Background: an optimization exercise with open tools, aiming at small area, a short achievable clock period and few clock cycles per item. Do not read the settings as production practice. Function was checked by simulation only, so behaviour that the tests miss may differ from the original. No activity file was given, so power comes from the tool's default toggle rates.

## build 76
==> flow/design.v <==
package wht_pkg;
   localparam int X_BITS = 12;
   localparam int Y_BITS = 11;
   localparam int ID_BITS = 4;
   localparam int WINDOWS_DEFAULT = 16;
   localparam logic CMD_LOAD = 1'b0;
   localparam logic CMD_CLICK = 1'b1;
   localparam int RECT_BITS = 2 * X_BITS + 2 * Y_BITS;
   localparam int ENTRY_BITS = 1 + ID_BITS + RECT_BITS;
endpackage
module wht_gt #(
   parameter int W = 12
) (
   input  logic [W-1:0] a,
   input  logic [W-1:0] b_n,
   output logic         gt
);
   logic [15:0] g, p;
   always_comb begin
      g = '0;
      p = '1;
      g[W-1:0] = a & b_n;
      p[W-1:0] = a | b_n;
      for (int lvl = 0; lvl < 4; lvl++) begin
         for (int k = 0; k < (8 >> lvl); k++) begin
            g[k] = g[2*k+1] | (p[2*k+1] & g[2*k]);
            p[k] = p[2*k+1] & p[2*k];
         end
      end
      gt = g[0];
   end
endmodule
module wht_cell (
   input  logic                           clock,
   input  logic                           reset,
   input  logic                           write,
   input  logic [wht_pkg::RECT_BITS-1:0]  wr_rect,
   input  logic [wht_pkg::X_BITS-1:0]     op_x,
   input  logic [wht_pkg::Y_BITS-1:0]     op_y,
   input  logic [wht_pkg::X_BITS-1:0]     op_x_n,
   input  logic [wht_pkg::Y_BITS-1:0]     op_y_n,
   output logic                           holds
);
   logic                          valid_ff;
   logic [wht_pkg::X_BITS-1:0]    left_ff, right_n_ff;
   logic [wht_pkg::Y_BITS-1:0]    bottom_ff, top_n_ff;
   logic [wht_pkg::X_BITS-1:0]    wr_left, wr_right;
   logic [wht_pkg::Y_BITS-1:0]    wr_bottom, wr_top;
   logic                          left_gt, right_lt, bottom_gt, top_lt;
   assign {wr_left, wr_bottom, wr_right, wr_top} = wr_rect;
   always_ff @(posedge clock) begin
      if (reset) begin
         valid_ff <= 1'b0;
      end else if (write) begin
         valid_ff <= 1'b1;
      end
   end
   always_ff @(posedge clock) begin
      if (write) begin
         left_ff    <= wr_left;
         bottom_ff  <= wr_bottom;
         right_n_ff <= ~wr_right;
         top_n_ff   <= ~wr_top;
      end
   end
   wht_gt #(.W(wht_pkg::X_BITS)) u_left   (.a(left_ff),   .b_n(op_x_n),     .gt(left_gt));
   wht_gt #(.W(wht_pkg::X_BITS)) u_right  (.a(op_x),      .b_n(right_n_ff), .gt(right_lt));
   wht_gt #(.W(wht_pkg::Y_BITS)) u_bottom (.a(bottom_ff), .b_n(op_y_n),     .gt(bottom_gt));
   wht_gt #(.W(wht_pkg::Y_BITS)) u_top    (.a(op_y),      .b_n(top_n_ff),   .gt(top_lt));
   assign holds = valid_ff && !left_gt && !right_lt && !bottom_gt && !top_lt;
endmodule
module window_hit_test_move_to_front_top #(
   parameter int WINDOWS = wht_pkg::WINDOWS_DEFAULT
) (
   input  logic                        clock,
   input  logic                        reset,
   input  logic                        req_valid,
   output logic                        req_ready,
   input  logic                        req_command,
   input  logic [wht_pkg::ID_BITS-1:0] req_window_index,
   input  logic [wht_pkg::X_BITS-1:0]  req_rect_left,
   input  logic [wht_pkg::Y_BITS-1:0]  req_rect_bottom,
   input  logic [wht_pkg::X_BITS-1:0]  req_rect_right,
   input  logic [wht_pkg::Y_BITS-1:0]  req_rect_top,
   input  logic [wht_pkg::X_BITS-1:0]  req_point_x,
   input  logic [wht_pkg::Y_BITS-1:0]  req_point_y,
   output logic                        rsp_valid,
   input  logic                        rsp_ready,
   output logic                        rsp_hit,
   output logic [wht_pkg::ID_BITS-1:0] rsp_selected_window
);
   localparam int QDEPTH = 4;
   localparam int RES_BITS = 1 + wht_pkg::ID_BITS;
   logic                          ready_ff;
   logic                          accept;
   logic                          s1_load_ff, s1_click_ff;
   logic [wht_pkg::ID_BITS-1:0]   s1_idx_ff;
   logic [wht_pkg::X_BITS-1:0]    s1_x_ff;
   logic [wht_pkg::Y_BITS-1:0]    s1_y_ff;
   assign accept = req_valid && ready_ff;
   always_ff @(posedge clock) begin
      if (reset) begin
         s1_load_ff  <= 1'b0;
         s1_click_ff <= 1'b0;
      end else begin
         s1_load_ff  <= accept && (req_command == wht_pkg::CMD_LOAD);
         s1_click_ff <= accept && (req_command == wht_pkg::CMD_CLICK);
      end
   end
   always_ff @(posedge clock) begin
      s1_idx_ff  <= req_window_index;
      s1_x_ff    <= req_point_x;
      s1_y_ff    <= req_point_y;
   end
   logic [WINDOWS-1:0] holds;
   logic [WINDOWS-1:0] s1_onehot;
   logic [WINDOWS-1:0] s2_vec_in;
   logic               load_now;
   assign load_now = accept && (req_command == wht_pkg::CMD_LOAD);
   for (genvar w = 0; w < WINDOWS; w++) begin : g_win
      assign s1_onehot[w] = (s1_idx_ff == w);
      wht_cell u_cell (
         .clock  (clock),
         .reset  (reset),
         .write  (load_now && (req_window_index == w)),
         .wr_rect({req_rect_left, req_rect_bottom, req_rect_right, req_rect_top}),
         .op_x   (s1_x_ff),
         .op_y   (s1_y_ff),
         .op_x_n (~s1_x_ff),
         .op_y_n (~s1_y_ff),
         .holds  (holds[w])
      );
      assign s2_vec_in[w] = s1_load_ff ? s1_onehot[w] : (s1_click_ff && holds[w]);
   end
   logic               s2_click_ff;
   logic [WINDOWS-1:0] s2_vec_ff;
   always_ff @(posedge clock) begin
      if (reset) begin
         s2_click_ff <= 1'b0;
      end else begin
         s2_click_ff <= s1_click_ff;
      end
   end
   always_ff @(posedge clock) begin
      s2_vec_ff <= s2_vec_in;
   end
   logic [WINDOWS-1:0] above_ff [WINDOWS];
   logic [WINDOWS-1:0] above [WINDOWS];
   logic [WINDOWS-1:0] sel;
   always_comb begin
      for (int i = 0; i < WINDOWS; i++) begin
         for (int j = 0; j < WINDOWS; j++) begin
            if (i < j) above[i][j] = above_ff[i][j];
            else if (i > j) above[i][j] = !above_ff[j][i];
            else above[i][j] = 1'b0;
         end
      end
   end
   always_comb begin
      for (int w = 0; w < WINDOWS; w++) begin
         logic covered;
         covered = 1'b0;
         for (int v = 0; v < WINDOWS; v++) begin
            if (v != w) covered = covered | (s2_vec_ff[v] & above[v][w]);
         end
         sel[w] = s2_vec_ff[w] & !covered;
      end
   end
   always_ff @(posedge clock) begin
      for (int i = 0; i < WINDOWS; i++) begin
         for (int j = i + 1; j < WINDOWS; j++) begin
            above_ff[i][j] <= sel[i] | (above_ff[i][j] & !sel[j]);
         end
      end
   end
   logic                        res_hit;
   logic [wht_pkg::ID_BITS-1:0] res_id;
   always_comb begin
      res_id = '0;
      for (int w = 0; w < WINDOWS; w++) begin
         res_id = res_id | (sel[w] ? wht_pkg::ID_BITS'(w) : '0);
      end
   end
   assign res_hit = |s2_vec_ff;
   logic [RES_BITS-1:0] q_ff [QDEPTH];
   logic [2:0]          cnt_ff, cnt_in, cnt_pop;
   logic                rsp_valid_ff;
   logic                pop, push;
   logic [2:0]          occ;
   assign pop = rsp_valid_ff && rsp_ready;
   assign push = s2_click_ff;
   assign cnt_pop = cnt_ff - {2'b00, pop};
   assign cnt_in = cnt_pop + {2'b00, push};
   always_ff @(posedge clock) begin
      for (int k = 0; k < QDEPTH; k++) begin
         if (push && (cnt_pop == k)) begin
            q_ff[k] <= {res_hit, res_id};
         end else if (pop) begin
            q_ff[k] <= (k + 1 < QDEPTH) ? q_ff[(k + 1) % QDEPTH] : q_ff[k];
         end
      end
   end
   assign occ = cnt_in + {2'b00, s1_click_ff}
                + {2'b00, accept && (req_command == wht_pkg::CMD_CLICK)};
   always_ff @(posedge clock) begin
      if (reset) begin
         cnt_ff       <= '0;
         rsp_valid_ff <= 1'b0;
         ready_ff     <= 1'b1;
      end else begin
         cnt_ff       <= cnt_in;
         rsp_valid_ff <= (cnt_in != 0);
         ready_ff     <= (occ < QDEPTH);
      end
   end
   assign req_ready = ready_ff;
   assign rsp_valid = rsp_valid_ff;
   assign rsp_hit = q_ff[0][RES_BITS-1];
   assign rsp_selected_window = q_ff[0][wht_pkg::ID_BITS-1:0];
endmodule
Settings: LEC_CHECK=0, CAP_MARGIN=20, CORE_MARGIN=2, CORE_UTILIZATION=60, CTS_CLUSTER_DIAMETER=60, CTS_CLUSTER_SIZE=30, SETUP_SLACK_MARGIN=3.7, SLEW_MARGIN=20; clock period 6.0 ns.
standard.sh (not shown) runs the stock make flow with config.mk's settings and CLKGATE_MAP_FILE= SYNTH_SCRIPT=/design/flow/synth_recipe.tcl, a recipe that flattens the netlist after the stock synthesis.
==> flow/flow/run.sh <==
#!/bin/bash
# The standard layout with two changes: clock tree synthesis adds no dummy loads to balance
# the leaf buffers, and the ports are buffered with buf_2 rather than the delay buffer that
# buffer_ports picks by itself. The ORFS output goes to standard.log.
set -euo pipefail
export CTS_ARGS="-sink_clustering_enable -repair_clock_nets -dont_use_dummy_load -sink_clustering_size 30 -sink_clustering_max_diameter 60"
export BUFFER_PORTS_ARGS="-buffer_cell sky130_fd_sc_hd__buf_2"
bash standard.sh > standard.log 2>&1
Testbench counts of build 76, summed over its fixed seeds: cycles 24,024, items 24,000.
Edits applied to the flow inputs when going from build 76 to build 89:
==> flow/run.sh (new file) <==
#!/bin/bash
# synth_recipe.tcl (not shown) runs the flow's synth.tcl, then flattens the netlist and writes it again
# the make line also repeats each setting of config.mk as NAME=value (left out here)
make -C /OpenROAD-flow-scripts/flow DESIGN_CONFIG=/design/flow/config.mk WORK_HOME=/design/flow/orfs CLKGATE_MAP_FILE= SYNTH_SCRIPT=/design/flow/synth_recipe.tcl finish
diff --git a/flow/config.mk b/flow/config.mk
--- a/flow/config.mk
+++ b/flow/config.mk
@@ -6,9 +6,8 @@
 export NUM_CORES = 4
 export LEC_CHECK = 0
+export ABC_CLOCK_PERIOD_IN_PS = 2000
 export CAP_MARGIN = 20
 export CORE_MARGIN = 2
-export CORE_UTILIZATION = 60
-export CTS_CLUSTER_DIAMETER = 60
-export CTS_CLUSTER_SIZE = 30
-export SETUP_SLACK_MARGIN = 3.7
+export CORE_UTILIZATION = 40
+export SETUP_SLACK_MARGIN = 3.5
 export SLEW_MARGIN = 20
removed: flow/flow/run.sh
removed: flow/standard.sh
==> results.txt <==
Build 89 against build 76; fmax is up by a few percent.
Number of global-route vias before repair is higher on build 76
Compared to build 76, the routing of build 89 uses less wire.
Looking at maximum resistive drop on vdd, build 89 sits about 30% lower than build 76 does.
Looking at number of buffers outside the clock class in the layout across build 89 and build 76, the one that comes out lower is build 89.
Measured against build 76, the horizontal die dimension of build 89 comes out at 1.2 times the reference value.
Going from build 76 to build 89, the full die area was found to have gone up by about 50%.
Effective utilization at floorplan delta for build 89 relative to build 76: 21 points lower
> inputs changed (build 89 -> build 3)
diff --git a/flow/config.mk b/flow/config.mk
--- a/flow/config.mk
+++ b/flow/config.mk
@@ -6,8 +6,9 @@
 export NUM_CORES = 4
 export LEC_CHECK = 0
-export ABC_CLOCK_PERIOD_IN_PS = 2000
 export CAP_MARGIN = 20
 export CORE_MARGIN = 2
 export CORE_UTILIZATION = 40
+export CTS_CLUSTER_DIAMETER = 60
+export CTS_CLUSTER_SIZE = 30
 export SETUP_SLACK_MARGIN = 3.5
 export SLEW_MARGIN = 20
## What came out
- Build 89: done, clean on timing, DRC and antenna
- Build 3 did not stop at any stage, and its layout met the timing, design-rule and antenna checks.
- Between build 89 and build 3, utilization after layout is higher for build 89, build 3 comes in under that.
- Going from build 89 to build 3, count of non-filler cells in the finished layout shrank slightly.
- Compared with build 89, build 3 shows a higher largest incremental delay on the critical path.
- Between build 89 and build 3, the die outline width figures differ only marginally.
- As far as routed wire length is concerned, build 89 and build 3 perform about the same.
Relative to build 3, the following input files were edited for build 37:
diff --git a/flow/config.mk b/flow/config.mk
--- a/flow/config.mk
+++ b/flow/config.mk
@@ -8,7 +8,5 @@
 export CAP_MARGIN = 20
 export CORE_MARGIN = 2
-export CORE_UTILIZATION = 40
-export CTS_CLUSTER_DIAMETER = 60
-export CTS_CLUSTER_SIZE = 30
+export CORE_UTILIZATION = 60
 export SETUP_SLACK_MARGIN = 3.5
 export SLEW_MARGIN = 20
==> comparison <==
On worst setup slack: between build 37 and build 3, it ends up lower for build 37. Of the two values seen for destination of the critical timing path, s2_vec_ff[3] was produced by build 37 and g_win[14].u_cell.left_ff[8] by build 3. On clock power, the higher figure sits with build 37, not build 3. Switching power as a share of total power in build 37 is 2.3 points lower than in build 3.

==> static timing again, ports no longer ideal <==
How much do the figures lean on ideal ports? The routed layouts below were timed once more, with nothing changed but the port constraints. Step 1 assumes that a clkbuf_16 drives the clock port and a buf_2 every other input. Step 2 moves the port delays by t, midway between the first and last clock arrival at a register: inputs arrive t later, outputs are due t later. That takes back most of the time a late clock gives input paths. Three values: ideal ports, drivers, drivers and shift; two values: the first two.
| run | t, ns | setup slack, ns | worst register clock-pin slew, ns |
|---|---|---|---|
| build 76 | 0.727 | 3.422 / 3.422 / 2.877 | 0.11 / 0.11 |
| build 89 | 0.750 | 3.506 / 3.505 / 2.782 | 0.06 / 0.06 |
| build 3 | 0.739 | 3.475 / 3.478 / 2.742 | 0.09 / 0.09 |
| build 37 | 0.730 | 3.462 / 3.430 / 2.700 | 0.07 / 0.07 |
After both steps setup and hold are still met in every run listed. For build 37, which loses most, drivers alone change the setup slack by -0.032 ns; drivers and shift together by -0.762 ns.
